Background: an optimization exercise with open tools, aiming at small area, a short achievable clock period and few clock cycles per item. Do not read the settings as production practice.
Where RTL was checked, it was by simulation tests only, not by an equivalence proof against the original.
No functional check of the RTL was part of run 2.

## flow/design.v (module list and top-level ports; edited modules follow where they fit)
// module frame_loader: 39 lines
// module affine_row: 861 lines
// module affine_stream_top: 90 lines
module affine_stream_top (
  input  logic                                aclk,
  input  logic                                aresetn,
  input  logic [4*16-1:0]   s_tdata,
  input  logic                                s_tvalid,
  output logic                                s_tready,
  input  logic                                s_tlast,
  output logic [3*16-1:0]    m_tdata,
  output logic                                m_tvalid,
  input  logic                                m_tready,
  output logic                                m_tlast
);
  // ...
==> flow/flow/run.sh <==
#!/bin/bash
# The standard layout, with one change to synthesis: Yosys's synth skips its
# quick ABC pass (-noabc) before full adders are extracted, so the
# carry-save trees map onto full-adder cells without inverters between
# them. Everything else, the final ABC mapping included, is the standard flow's own.
set -euo pipefail
W=$(pwd)
sed '1s/-noshare /-noshare -noabc /' synth_recipe.tcl > synth_noabc.tcl
grep -q -- '-nofsm -noshare -noabc' synth_noabc.tcl
sed "s#${W}/synth_recipe.tcl#${W}/synth_noabc.tcl#g" standard.sh > standard_noabc.sh
grep -q synth_noabc.tcl standard_noabc.sh
bash standard_noabc.sh > make_flow.log 2>&1
==> flow/standard.sh <==
#!/bin/bash
# synth_recipe.tcl (not shown) runs the flow's synth.tcl, then flattens the netlist and writes it again
# the make line also repeats each setting of config.mk as NAME=value (left out here)
make -C /OpenROAD-flow-scripts/flow DESIGN_CONFIG=/design/flow/config.mk WORK_HOME=/design/flow/orfs CLKGATE_MAP_FILE= SYNTH_SCRIPT=/design/flow/synth_recipe.tcl "${@:-finish}"
==> flow/config.mk <==
export PLATFORM = sky130hd
export DESIGN_NAME = affine_stream_top
export DESIGN_NICKNAME = affine_stream_top
export VERILOG_FILES = /design/flow/design.v
export SDC_FILE = /design/flow/constraint.sdc
export NUM_CORES = 4
export LEC_CHECK = 0
export ABC_AREA = 1
export CAP_MARGIN = 20
export CORE_MARGIN = 2
export CORE_UTILIZATION = 55
export SETUP_SLACK_MARGIN = 3.3
export SLEW_MARGIN = 20
==> flow/constraint.sdc <==
create_clock -name core_clock -period 6.3 [get_ports {aclk}]
set_input_delay 1.2600 -clock core_clock [delete_from_list [all_inputs] [get_ports {aclk}]]
set_output_delay 1.2600 -clock core_clock [all_outputs]
set_load 0.01 [all_outputs]
==> flow_summary.ini, run 1 <==
[routing]
drtPass1Iterations = 8
wire_per_inst_um = 34.2
ant_nets = 0
drc = 0

[floorplan]
coreArea_um2 = 97000
n_tap_cell = 1276

[finish]
n_sequential_cell = 622
clock_buffers = 86
sh_seq_area_pct = 27.9
drive_above_1_share_pct = 23.3

[yosys]
synth_most_common_cell = xor2_1
synth_top_family_by_area = adder cells
ys_seq_area_share_pct = 34.5
synth_flop_cell = edfxtp_1
synthSimpleGateAreaFrac_pct = 6.12
ys_top_cells_by_count = xor2_1, o22ai_1, fa_1, nand2_1, edfxtp_1
mappedNetlistNets = 5724
synth_cell_types = 42

[clock_tree]
cts-root-buf = clkbuf_16
cts.htree.levels = 3
cts_buffers = 73
cts_sinks = 622
cts_tree = done

[critical_path]
path_buf_inv = 3
worstPathCellList = clkinvlp_4 > buf_8 > clkbuf_16 > o22ai_4 > xor2_2 > fa_2 > ha_4 > fa_1 > fa_2 > fa_2 > xor2_1
critical-path-slowest-cell = edfxtp_1

[global_routing]
grt_util_met1_pct = 56.6
grtUsageMet2_pct = 63.4
grt_first_pass_wirelength_mm = 308

[sta]
setup_slack_ns = 2.57
post-route-period-util_pct = 59.2

[run_status]
status = timing/DRC/antenna clean

[min_path]
worstHoldPathCells = 2
hold_class = reg2reg

[run]
timing.max_cap.violations = 0
Testbench counts, summed over its fixed seeds: cycles 3,993, items 3,393.
==> module frame_loader, before the edit <==
module frame_loader (
  input  logic                                   aclk,
  input  logic                                   aresetn,
  input  logic [4*16-1:0]      s_tdata,
  input  logic                                   s_tlast,
  input  logic                                   accept,      
  output logic                                   vec_take,    
  output logic [3*4*16-1:0] coef    
);
  logic       streaming;   
  logic [1:0] row;         
  always_ff @(posedge aclk or negedge aresetn) begin
    if (!aresetn) begin
      streaming <= 1'b0;
      row       <= 2'd0;
    end else if (accept) begin
      if (!streaming) begin
        if (row == 2'(3 - 1)) begin
          streaming <= 1'b1;
          row       <= 2'd0;
        end else begin
          row <= row + 2'd1;
        end
      end else if (s_tlast) begin
        streaming <= 1'b0;
      end
    end
  end
  logic [3*4*16-1:0] coef_n;
  always_ff @(posedge aclk) begin
    for (int r = 0; r < 3; r++) begin
      if (accept && !streaming && row == 2'(r)) begin
        coef_n[r*4*16 +: 4*16] <= ~s_tdata;
      end
    end
  end
  assign coef = ~coef_n;
  assign vec_take = accept & streaming;
endmodule
==> module affine_stream_top, before the edit <==
module affine_stream_top (
  input  logic                                aclk,
  input  logic                                aresetn,
  input  logic [4*16-1:0]   s_tdata,
  input  logic                                s_tvalid,
  output logic                                s_tready,
  input  logic                                s_tlast,
  output logic [3*16-1:0]    m_tdata,
  output logic                                m_tvalid,
  input  logic                                m_tready,
  output logic                                m_tlast
);
  localparam int LW = 16;
  localparam int BW = 4 * 16;
  logic            advance;    
  logic            accept;
  logic            vec_take;
  logic [3*BW-1:0] coef;
  assign advance  = ~m_tvalid | m_tready;
  assign s_tready = advance;
  assign accept   = s_tvalid & advance;
  frame_loader u_loader (
    .aclk     (aclk),
    .aresetn  (aresetn),
    .s_tdata  (s_tdata),
    .s_tlast  (s_tlast),
    .accept   (accept),
    .vec_take (vec_take),
    .coef     (coef)
  );
  logic [63:0] bv;
  logic [95:0] bdig;
  always_comb begin
    for (int c = 0; c < 4; c++) begin
      for (int k = 0; k < 8; k++) begin
        logic b2, b1, b0;
        b2 = bv[c*16 + 2*k + 1];
        b1 = bv[c*16 + 2*k];
        if (k == 0) b0 = 1'b0;
        else        b0 = bv[c*16 + 2*k - 1];
        bdig[c*8+k]      = b1 ^ b0;                                  
        bdig[32+c*8+k]   = (b2 & ~b1 & ~b0) | (~b2 & b1 & b0);       
        bdig[64+c*8+k]   = b2;                                       
      end
    end
  end
  logic v1_valid, v1_last;
  logic v2_valid, v2_last;
  always_ff @(posedge aclk or negedge aresetn) begin
    if (!aresetn) begin
      v1_valid <= 1'b0;
      v1_last <= 1'b0;
      v2_valid <= 1'b0;
      v2_last <= 1'b0;
      m_tvalid <= 1'b0;
      m_tlast <= 1'b0;
    end else if (advance) begin
      v1_valid <= vec_take;
      v1_last <= vec_take & s_tlast;
      v2_valid <= v1_valid;
      v2_last <= v1_last;
      m_tvalid <= v2_valid;
      m_tlast <= v2_last;
    end
  end
  logic [95:0] dig;
  assign bv = s_tdata;
  always_ff @(posedge aclk) begin
    if (advance) dig <= bdig;
  end
  genvar r;
  generate
    for (r = 0; r < 3; r++) begin : g_row
      logic [LW-1:0] s_d, c_d;
      affine_row u_row (
        .aclk (aclk),
        .en   (advance),
        .one  (dig[31:0]),
        .two  (dig[63:32]),
        .neg  (dig[95:64]),
        .cf   (coef[r*BW +: BW]),
        .s    (s_d),
        .c    (c_d)
      );
      always_ff @(posedge aclk) begin
        if (advance) m_tdata[r*LW +: LW] <= s_d + c_d;
      end
    end
  endgenerate
endmodule
==> run 2, diff against run 1 <==
--- a/flow/design.v
+++ b/flow/design.v
@@ -22,25 +22,23 @@
         end else begin
           row <= row + 2'd1;
         end
       end else if (s_tlast) begin
         streaming <= 1'b0;
       end
     end
   end
-  logic [3*4*16-1:0] coef_n;
   always_ff @(posedge aclk) begin
     for (int r = 0; r < 3; r++) begin
       if (accept && !streaming && row == 2'(r)) begin
-        coef_n[r*4*16 +: 4*16] <= ~s_tdata;
+        coef[r*4*16 +: 4*16] <= s_tdata;
       end
     end
   end
-  assign coef = ~coef_n;
   assign vec_take = accept & streaming;
 endmodule
 `timescale 1ns/1ns
 module affine_row (
   input  logic        aclk,
   input  logic        en,       
   input  logic [31:0] one,      
   input  logic [31:0] two,      
@@ -763,87 +761,82 @@
   wire t424 = t334 ^ t336 ^ t338;
   wire t425 = (t334 & t336) | (t334 & t338) | (t336 & t338);
   wire t426 = t339 ^ t340;
   wire t427 = t341 ^ t342;
   wire t428 = t343 ^ t344;
   wire t429 = t345 ^ t346;
   wire t430 = t347 ^ t421;
   wire t431 = t423 ^ t425;
-  logic [94:0] mid_d, mid_q;
-  assign mid_d = {t431, t430, t429, t428, t427, t426, t424, t422, t420, t419, t417, t415, t418, t416, t414, t413, t411, t409, t412, t410, t408, t407, t405, t403, t406, t404, t402, t401, t399, t397, t400, t398, t396, t395, t393, t391, t394, t392, t390, t389, t387, t385, t388, t386, t384, t383, t381, t379, t382, t380, t378, t377, t375, t373, t376, t374, t372, t371, t369, t367, t370, t368, t366, t365, t363, t361, t364, t362, t360, t359, t357, t355, t358, t356, t354, t353, t351, t252, t352, t350, t250, t248, neg[25], pp_3_1_0, t349, pp_3_0_1, pp_2_0_1, pp_1_0_1, pp_0_0_1, t348, neg[24], pp_3_0_0, neg[16], pp_2_0_0, neg[8]};
-  always_ff @(posedge aclk) begin
-    if (en) mid_q <= mid_d;
-  end
-  wire t432 = mid_q[0] ^ mid_q[1] ^ mid_q[2];
-  wire t433 = (mid_q[0] & mid_q[1]) | (mid_q[0] & mid_q[2]) | (mid_q[1] & mid_q[2]);
-  wire t434 = mid_q[6] ^ mid_q[7] ^ mid_q[8];
-  wire t435 = (mid_q[6] & mid_q[7]) | (mid_q[6] & mid_q[8]) | (mid_q[7] & mid_q[8]);
-  wire t436 = mid_q[11] ^ mid_q[12] ^ mid_q[13];
-  wire t437 = (mid_q[11] & mid_q[12]) | (mid_q[11] & mid_q[13]) | (mid_q[12] & mid_q[13]);
-  wire t438 = mid_q[14] ^ mid_q[15];
-  wire t439 = mid_q[14] & mid_q[15];
-  wire t440 = mid_q[17] ^ mid_q[18] ^ mid_q[19];
-  wire t441 = (mid_q[17] & mid_q[18]) | (mid_q[17] & mid_q[19]) | (mid_q[18] & mid_q[19]);
-  wire t442 = mid_q[20] ^ mid_q[21] ^ mid_q[22];
-  wire t443 = (mid_q[20] & mid_q[21]) | (mid_q[20] & mid_q[22]) | (mid_q[21] & mid_q[22]);
-  wire t444 = mid_q[23] ^ mid_q[24] ^ mid_q[25];
-  wire t445 = (mid_q[23] & mid_q[24]) | (mid_q[23] & mid_q[25]) | (mid_q[24] & mid_q[25]);
-  wire t446 = mid_q[26] ^ mid_q[27] ^ mid_q[28];
-  wire t447 = (mid_q[26] & mid_q[27]) | (mid_q[26] & mid_q[28]) | (mid_q[27] & mid_q[28]);
-  wire t448 = mid_q[29] ^ mid_q[30] ^ mid_q[31];
-  wire t449 = (mid_q[29] & mid_q[30]) | (mid_q[29] & mid_q[31]) | (mid_q[30] & mid_q[31]);
-  wire t450 = mid_q[32] ^ mid_q[33] ^ mid_q[34];
-  wire t451 = (mid_q[32] & mid_q[33]) | (mid_q[32] & mid_q[34]) | (mid_q[33] & mid_q[34]);
-  wire t452 = mid_q[35] ^ mid_q[36] ^ mid_q[37];
-  wire t453 = (mid_q[35] & mid_q[36]) | (mid_q[35] & mid_q[37]) | (mid_q[36] & mid_q[37]);
-  wire t454 = mid_q[38] ^ mid_q[39] ^ mid_q[40];
-  wire t455 = (mid_q[38] & mid_q[39]) | (mid_q[38] & mid_q[40]) | (mid_q[39] & mid_q[40]);
-  wire t456 = mid_q[41] ^ mid_q[42] ^ mid_q[43];
-  wire t457 = (mid_q[41] & mid_q[42]) | (mid_q[41] & mid_q[43]) | (mid_q[42] & mid_q[43]);
-  wire t458 = mid_q[44] ^ mid_q[45] ^ mid_q[46];
-  wire t459 = (mid_q[44] & mid_q[45]) | (mid_q[44] & mid_q[46]) | (mid_q[45] & mid_q[46]);
-  wire t460 = mid_q[47] ^ mid_q[48] ^ mid_q[49];
-  wire t461 = (mid_q[47] & mid_q[48]) | (mid_q[47] & mid_q[49]) | (mid_q[48] & mid_q[49]);
-  wire t462 = mid_q[50] ^ mid_q[51] ^ mid_q[52];
-  wire t463 = (mid_q[50] & mid_q[51]) | (mid_q[50] & mid_q[52]) | (mid_q[51] & mid_q[52]);
-  wire t464 = mid_q[53] ^ mid_q[54] ^ mid_q[55];
-  wire t465 = (mid_q[53] & mid_q[54]) | (mid_q[53] & mid_q[55]) | (mid_q[54] & mid_q[55]);
-  wire t466 = mid_q[56] ^ mid_q[57] ^ mid_q[58];
-  wire t467 = (mid_q[56] & mid_q[57]) | (mid_q[56] & mid_q[58]) | (mid_q[57] & mid_q[58]);
-  wire t468 = mid_q[59] ^ mid_q[60] ^ mid_q[61];
-  wire t469 = (mid_q[59] & mid_q[60]) | (mid_q[59] & mid_q[61]) | (mid_q[60] & mid_q[61]);
-  wire t470 = mid_q[62] ^ mid_q[63] ^ mid_q[64];
-  wire t471 = (mid_q[62] & mid_q[63]) | (mid_q[62] & mid_q[64]) | (mid_q[63] & mid_q[64]);
-  wire t472 = mid_q[65] ^ mid_q[66] ^ mid_q[67];
-  wire t473 = (mid_q[65] & mid_q[66]) | (mid_q[65] & mid_q[67]) | (mid_q[66] & mid_q[67]);
-  wire t474 = mid_q[68] ^ mid_q[69] ^ mid_q[70];
-  wire t475 = (mid_q[68] & mid_q[69]) | (mid_q[68] & mid_q[70]) | (mid_q[69] & mid_q[70]);
-  wire t476 = mid_q[71] ^ mid_q[72] ^ mid_q[73];
-  wire t477 = (mid_q[71] & mid_q[72]) | (mid_q[71] & mid_q[73]) | (mid_q[72] & mid_q[73]);
-  wire t478 = mid_q[74] ^ mid_q[75] ^ mid_q[76];
-  wire t479 = (mid_q[74] & mid_q[75]) | (mid_q[74] & mid_q[76]) | (mid_q[75] & mid_q[76]);
-  wire t480 = mid_q[77] ^ mid_q[78] ^ mid_q[79];
-  wire t481 = (mid_q[77] & mid_q[78]) | (mid_q[77] & mid_q[79]) | (mid_q[78] & mid_q[79]);
-  wire t482 = mid_q[80] ^ mid_q[81] ^ mid_q[82];
-  wire t483 = (mid_q[80] & mid_q[81]) | (mid_q[80] & mid_q[82]) | (mid_q[81] & mid_q[82]);
-  wire t484 = mid_q[83] ^ mid_q[84] ^ mid_q[85];
-  wire t485 = (mid_q[83] & mid_q[84]) | (mid_q[83] & mid_q[85]) | (mid_q[84] & mid_q[85]);
-  wire t486 = mid_q[86] ^ mid_q[87] ^ mid_q[88];
-  wire t487 = (mid_q[86] & mid_q[87]) | (mid_q[86] & mid_q[88]) | (mid_q[87] & mid_q[88]);
-  wire t488 = mid_q[89] ^ mid_q[90];
-  wire t489 = mid_q[91] ^ mid_q[92];
-  wire t490 = mid_q[93] ^ mid_q[94];
+  wire t432 = neg[8] ^ pp_2_0_0 ^ neg[16];
+  wire t433 = (neg[8] & pp_2_0_0) | (neg[8] & neg[16]) | (pp_2_0_0 & neg[16]);
+  wire t434 = pp_0_0_1 ^ pp_1_0_1 ^ pp_2_0_1;
+  wire t435 = (pp_0_0_1 & pp_1_0_1) | (pp_0_0_1 & pp_2_0_1) | (pp_1_0_1 & pp_2_0_1);
+  wire t436 = pp_3_1_0 ^ neg[25] ^ t248;
+  wire t437 = (pp_3_1_0 & neg[25]) | (pp_3_1_0 & t248) | (neg[25] & t248);
+  wire t438 = t250 ^ t350;
+  wire t439 = t250 & t350;
+  wire t440 = t252 ^ t351 ^ t353;
+  wire t441 = (t252 & t351) | (t252 & t353) | (t351 & t353);
+  wire t442 = t354 ^ t356 ^ t358;
+  wire t443 = (t354 & t356) | (t354 & t358) | (t356 & t358);
+  wire t444 = t355 ^ t357 ^ t359;
+  wire t445 = (t355 & t357) | (t355 & t359) | (t357 & t359);
+  wire t446 = t360 ^ t362 ^ t364;
+  wire t447 = (t360 & t362) | (t360 & t364) | (t362 & t364);
+  wire t448 = t361 ^ t363 ^ t365;
+  wire t449 = (t361 & t363) | (t361 & t365) | (t363 & t365);
+  wire t450 = t366 ^ t368 ^ t370;
+  wire t451 = (t366 & t368) | (t366 & t370) | (t368 & t370);
+  wire t452 = t367 ^ t369 ^ t371;
+  wire t453 = (t367 & t369) | (t367 & t371) | (t369 & t371);
+  wire t454 = t372 ^ t374 ^ t376;
+  wire t455 = (t372 & t374) | (t372 & t376) | (t374 & t376);
+  wire t456 = t373 ^ t375 ^ t377;
+  wire t457 = (t373 & t375) | (t373 & t377) | (t375 & t377);
+  wire t458 = t378 ^ t380 ^ t382;
+  wire t459 = (t378 & t380) | (t378 & t382) | (t380 & t382);
+  wire t460 = t379 ^ t381 ^ t383;
+  wire t461 = (t379 & t381) | (t379 & t383) | (t381 & t383);
+  wire t462 = t384 ^ t386 ^ t388;
+  wire t463 = (t384 & t386) | (t384 & t388) | (t386 & t388);
+  wire t464 = t385 ^ t387 ^ t389;
+  wire t465 = (t385 & t387) | (t385 & t389) | (t387 & t389);
+  wire t466 = t390 ^ t392 ^ t394;
+  wire t467 = (t390 & t392) | (t390 & t394) | (t392 & t394);
+  wire t468 = t391 ^ t393 ^ t395;
+  wire t469 = (t391 & t393) | (t391 & t395) | (t393 & t395);
+  wire t470 = t396 ^ t398 ^ t400;
+  wire t471 = (t396 & t398) | (t396 & t400) | (t398 & t400);
+  wire t472 = t397 ^ t399 ^ t401;
+  wire t473 = (t397 & t399) | (t397 & t401) | (t399 & t401);
+  wire t474 = t402 ^ t404 ^ t406;
+  wire t475 = (t402 & t404) | (t402 & t406) | (t404 & t406);
+  wire t476 = t403 ^ t405 ^ t407;
+  wire t477 = (t403 & t405) | (t403 & t407) | (t405 & t407);
+  wire t478 = t408 ^ t410 ^ t412;
+  wire t479 = (t408 & t410) | (t408 & t412) | (t410 & t412);
+  wire t480 = t409 ^ t411 ^ t413;
+  wire t481 = (t409 & t411) | (t409 & t413) | (t411 & t413);
+  wire t482 = t414 ^ t416 ^ t418;
+  wire t483 = (t414 & t416) | (t414 & t418) | (t416 & t418);
+  wire t484 = t415 ^ t417 ^ t419;
+  wire t485 = (t415 & t417) | (t415 & t419) | (t417 & t419);
+  wire t486 = t420 ^ t422 ^ t424;
+  wire t487 = (t420 & t422) | (t420 & t424) | (t422 & t424);
+  wire t488 = t426 ^ t427;
+  wire t489 = t428 ^ t429;
+  wire t490 = t430 ^ t431;
   wire t491 = t485 ^ t487;
-  wire t492 = mid_q[3] ^ mid_q[4];
-  wire t493 = mid_q[3] & mid_q[4];
-  wire t494 = mid_q[9] ^ mid_q[10] ^ t433;
-  wire t495 = (mid_q[9] & mid_q[10]) | (mid_q[9] & t433) | (mid_q[10] & t433);
-  wire t496 = mid_q[16] ^ t435 ^ t436;
-  wire t497 = (mid_q[16] & t435) | (mid_q[16] & t436) | (t435 & t436);
+  wire t492 = pp_3_0_0 ^ neg[24];
+  wire t493 = pp_3_0_0 & neg[24];
+  wire t494 = pp_3_0_1 ^ t349 ^ t433;
+  wire t495 = (pp_3_0_1 & t349) | (pp_3_0_1 & t433) | (t349 & t433);
+  wire t496 = t352 ^ t435 ^ t436;
+  wire t497 = (t352 & t435) | (t352 & t436) | (t435 & t436);
   wire t498 = t437 ^ t439 ^ t440;
   wire t499 = (t437 & t439) | (t437 & t440) | (t439 & t440);
   wire t500 = t441 ^ t443 ^ t444;
   wire t501 = (t441 & t443) | (t441 & t444) | (t443 & t444);
   wire t502 = t445 ^ t447 ^ t448;
   wire t503 = (t445 & t447) | (t445 & t448) | (t447 & t448);
   wire t504 = t449 ^ t451 ^ t452;
   wire t505 = (t449 & t451) | (t449 & t452) | (t451 & t452);
@@ -860,18 +853,18 @@
   wire t516 = t473 ^ t475 ^ t476;
   wire t517 = (t473 & t475) | (t473 & t476) | (t475 & t476);
   wire t518 = t477 ^ t479 ^ t480;
   wire t519 = (t477 & t479) | (t477 & t480) | (t479 & t480);
   wire t520 = t481 ^ t483 ^ t484;
   wire t521 = (t481 & t483) | (t481 & t484) | (t483 & t484);
   wire t522 = t488 ^ t489;
   wire t523 = t490 ^ t491;
-  wire t524 = mid_q[5] ^ t432;
-  wire t525 = mid_q[5] & t432;
+  wire t524 = t348 ^ t432;
+  wire t525 = t348 & t432;
   wire t526 = t434 ^ t493 ^ t494;
   wire t527 = (t434 & t493) | (t434 & t494) | (t493 & t494);
   wire t528 = t438 ^ t495 ^ t496;
   wire t529 = (t438 & t495) | (t438 & t496) | (t495 & t496);
   wire t530 = t442 ^ t497 ^ t498;
   wire t531 = (t442 & t497) | (t442 & t498) | (t497 & t498);
   wire t532 = t446 ^ t499 ^ t500;
   wire t533 = (t446 & t499) | (t446 & t500) | (t499 & t500);
@@ -943,51 +936,53 @@
         else        b0 = bv[c*16 + 2*k - 1];
         bdig[c*8+k]      = b1 ^ b0;                                  
         bdig[32+c*8+k]   = (b2 & ~b1 & ~b0) | (~b2 & b1 & b0);       
         bdig[64+c*8+k]   = b2;                                       
       end
     end
   end
   logic v1_valid, v1_last;
-  logic v2_valid, v2_last;
   always_ff @(posedge aclk or negedge aresetn) begin
     if (!aresetn) begin
       v1_valid <= 1'b0;
       v1_last <= 1'b0;
-      v2_valid <= 1'b0;
-      v2_last <= 1'b0;
       m_tvalid <= 1'b0;
       m_tlast <= 1'b0;
     end else if (advance) begin
       v1_valid <= vec_take;
       v1_last <= vec_take & s_tlast;
-      v2_valid <= v1_valid;
-      v2_last <= v1_last;
-      m_tvalid <= v2_valid;
-      m_tlast <= v2_last;
+      m_tvalid <= v1_valid;
+      m_tlast <= v1_last;
     end
   end
-  logic [95:0] dig;
-  assign bv = s_tdata;
+  logic [BW-1:0] v1;
   always_ff @(posedge aclk) begin
-    if (advance) dig <= bdig;
+    if (advance) v1 <= s_tdata;
   end
+  logic [95:0] dig;
+  assign bv  = v1;
+  assign dig = bdig;
   genvar r;
   generate
     for (r = 0; r < 3; r++) begin : g_row
       logic [LW-1:0] s_d, c_d;
       affine_row u_row (
         .aclk (aclk),
         .en   (advance),
         .one  (dig[31:0]),
         .two  (dig[63:32]),
         .neg  (dig[95:64]),
         .cf   (coef[r*BW +: BW]),
         .s    (s_d),
         .c    (c_d)
       );
+      logic [LW-1:0] cs_s, cs_c;
       always_ff @(posedge aclk) begin
-        if (advance) m_tdata[r*LW +: LW] <= s_d + c_d;
+        if (advance) begin
+          cs_s <= s_d;
+          cs_c <= c_d;
+        end
       end
+      assign m_tdata[r*LW +: LW] = cs_s + cs_c;
     end
   endgenerate
 endmodule
==> flow/run.sh (new file) <==
#!/bin/bash
# synth_recipe.tcl (not shown) runs the flow's synth.tcl, then flattens the netlist and writes it again
# the make line also repeats each setting of config.mk as NAME=value (left out here)
make -C /OpenROAD-flow-scripts/flow DESIGN_CONFIG=/design/flow/config.mk WORK_HOME=/design/flow/orfs CLKGATE_MAP_FILE= SYNTH_SCRIPT=/design/flow/synth_recipe.tcl finish
==> flow/config.mk (replaced) <==
export PLATFORM = sky130hd
export DESIGN_NAME = affine_stream_top
export DESIGN_NICKNAME = affine_stream_top
export VERILOG_FILES = /design/flow/design.v
export SDC_FILE = /design/flow/constraint.sdc
export NUM_CORES = 4
export LEC_CHECK = 0
export ABC_AREA = 1
export CAP_MARGIN = 20
export CORE_MARGIN = 2
export CORE_UTILIZATION = 40
export SLEW_MARGIN = 20
removed: flow/flow/run.sh
removed: flow/standard.sh
==> flow_summary.ini, run 2 <==
[run_status]
status = timing/DRC/antenna clean

[sta]
slew_headroom_pct = 30.1
clock_skew_ns = 0.0521
fmax_mhz = 163
rsz0062_at_grt = true
setup_viol = 0
finalHoldViolations = 0
worst_slew_pin_slew_ns = 1.04
post-route-period-util_pct = 97.6
report.final.slew_viol_count = 0
min_period_ns = 6.15

[routing]
wire_per_inst_um = 28.5
drtPass1Iterations = 6
vias_per_cell = 5.67
drt_iter0_drc = 5865
vias = 41300
drc = 0
ant_nets = 0
wirelength_mm = 207

[finish]
reg_top3 = u_loader.coef: 192 flops, v1: 64 flops
layout_common_cells = inv_1, nand2_1, xor2_1
drive_above_1_share_pct = 7.65
utilization_pct = 44.5
area_growth_pct = 10.7
nets = 6422
top_register = u_loader.coef
largest_reg_flops = 192
final_common_cell = inv_1
final_area_um2 = 54000

[clock_tree]
cts_hold_buf = 0
cts-root-buf = clkbuf_16
clkSlewWorstSetupHoldPaths_ns = 0.08
cts_buffer_depth = 3
cts_tree = done
cts_sinks = 359
worstSkewPairLatency_ns = 0.69
cts.htree.levels = 2
cts_buffers = 43

[critical_path]
worst-path-max-fanout = 30
end_kind = flip-flop
worst_ep_required_time_ns = 6.75
arrival_ns = 6.60
path_class = reg2reg
start_kind = flip-flop

[floorplan]
io_pins = 120
rows = 128
coreArea_um2 = 121000
initial_core_util_pct = 40.2
dieArea_um2 = 125000
die_y_um = 353
fp.dieW_um = 353

[place]
gp_congestion = 1.09
post-dp-hpwl_mm = 170
placed_cell_area_um2 = 52600
port_buffers = 119

[yosys]
synth_edf_count = 352
synth_flop_cell = edfxtp_1
synthTopCellsByArea = fa_1, edfxtp_1, xor2_1
ys_top_cells_by_count = inv_1, nand2_1, xor2_1, o22ai_1, fa_1
synth_cell_types = 54
synth_most_common_cell = inv_1
synth_top_area_share_pct = 26.1
ys.warnings.count = 2
mappedNetlistNets = 6308
yosys.area.top_type = fa_1
ys_seq_area_share_pct = 22.0
synth_cells = 5498
synth_area_um2 = 48800
ys_seq_elements = 359
avgSynthCellArea_um2 = 8.88
async_flop_share_pct = 1.95

[global_routing]
busiest_layer = met2
antenna_found_initial = 6
grt_util_met1_pct = 43.2
met3_usage_pct = 8.90
grt.total_usage_pct = 32.7
gr-total-overflow = 0
grt_pass1_vias = 40000
grt_max_degree = 117
grt_first_pass_wirelength_mm = 292
grtUsageMet2_pct = 47.2

[run]
timing.max_cap.violations = 0

[min_path]
hold_class = reg2reg
## run 2: changes by cell type after synthesis, sizes merged, moves of 12 or more
cell / before / now
clkbuf: 152 / 194
nand3: 77 / 182
xnor2: 109 / 97
o22ai: 723 / 675
o21ai: 48 / 95
fa: 684 / 636
xor2: 831 / 797
nand2: 620 / 900
o211ai: 1 / 15
edfxtp: 613 / 352
inv: 402 / 1044
buf: 162 / 104
ha: 151 / 105
## run 2: cell type report
type / count / area (um^2)
Fill cell: 12000 / 67400
Multi-Input combinational cell: 3775 / 32700
Sequential cell: 359 / 10700
Inverter: 1066 / 4030
Timing Repair Buffer: 367 / 3100
Tap cell: 1625 / 2030
Clock buffer: 50 / 1100
Clock inverter: 30 / 285
Antenna cell: 2 / 5.00
## run 2: worst max-delay path: stages (launching register included)
cell	delay [ns]
edfxtp_1	0.51
inv_2	0.09
nand2_1	0.08
nand2_1	0.40
buf_6	0.36
o22ai_1	0.14
xor2_1	0.18
fa_1	0.57
fa_1	0.58
fa_1	0.46
fa_1	0.46
fa_1	0.46
fa_1	0.49
xnor2_1	0.23
xor2_1	0.24
nand3_1	0.11
nand2_1	0.10
nand3_1	0.07
nand2_1	0.14
inv_1	0.05
nand2_1	0.08
nand2_1	0.05
nand2_1	0.05
nand2_1	0.05
## run 2: worst paths after layout
kind	startpoint	end	slack, ns	cells past startpoint
max	v1[17]$_DFFE_PN_	g_row[1].cs_s[15]$_DFFE_PN_	0.15	23
max in group asynchronous	aresetn	u_loader.row[1]$_DFFE_PN0P_	5.18	1
min reg2reg	v1_valid$_DFFE_PN0N_	m_tvalid$_DFFE_PN0N_	0.46	2
min in group asynchronous	aresetn	m_tlast$_DFFE_PN0N_	0.88	1
min	v1_valid$_DFFE_PN0N_	m_tvalid$_DFFE_PN0N_	0.46	2
max reg2reg	v1[17]$_DFFE_PN_	g_row[1].cs_s[15]$_DFFE_PN_	0.15	23
## run 2: what timing repair did
| action | 4_1_cts | 5_1_grt |
|---|---|---|
| buffers inserted | 0 | 1 |
| gates resized for setup | 0 | 11 |
| endpoints found under the setup margin | 0 | 3 |
## run 2: cell families after synthesis
group                    after synthesis  synth area share [%]
adder cells (fa/ha/maj)              741                  28.8
XOR/XNOR                             894                  16.2
AND/OR/NAND/NOR                     1250                  10.6
flip-flops                           359                  22.0
multiplexers                          11                 0.233
AO/OA/AOI/OAI                        879                  11.2
buffers and inverters               1364                  11.1
## run 2: layer usage
| metal | up-vias | share of wire [%] |
|---|---|---|
| met5 | - | 0.030 |
| li1 | 17800 | - |
| met4 | 10 | 8.2 |
| met2 | 2562 | 41 |
| met1 | 20300 | 39 |
| met3 | 525 | 11 |
## run 2: through the flow
step / setup TNS (ns) / setup WS (ns) / std cells / hold WS (ns)
4_1_cts: 0 / 0.191 / 7271 / 0.457
6_report: 0 / 0.153 / 7274 / 0.458
2_1_floorplan: -34.87 / -0.276 / 5498 / 0.423
3_3_place_gp: 0 / 0.212 / 7191 / 0.441
5_1_grt: -0.134 / -0.117 / 7272 / 0.504
3_5_place_dp: 0 / 0.168 / 7191 / 0.443

-- afterwards: timing with drivers on the ports --
The results above use ideal ports. As a check the final layouts listed here were re-extracted and re-timed, cells and wires unchanged. Step 1: set_driving_cell puts a clkbuf_16 on aclk and a buf_2 on each other input, an assumption about the parent block. Step 2 times the ports against the registers' clock, not the clock port: input delays grow and output delays shrink by t, the midpoint of the rising clock arrivals with the driver on. a / b / c = ideal ports / drivers / drivers and shift; a / b = the first two.
run | t (ns) | setup WS [ns] | worst register clock-pin slew, ns | worst slew at a driven data input, ns | cell pins on the clock port's net
run 1 | 0.736 | 2.569 / 2.569 / 2.569 | 0.07 / 0.07 | 0.06 | 1
run 2 | 0.740 | 0.153 / 0.153 / 0.153 | 0.08 / 0.08 | 0.06 | 1
After both steps setup and hold are still met in every run listed.
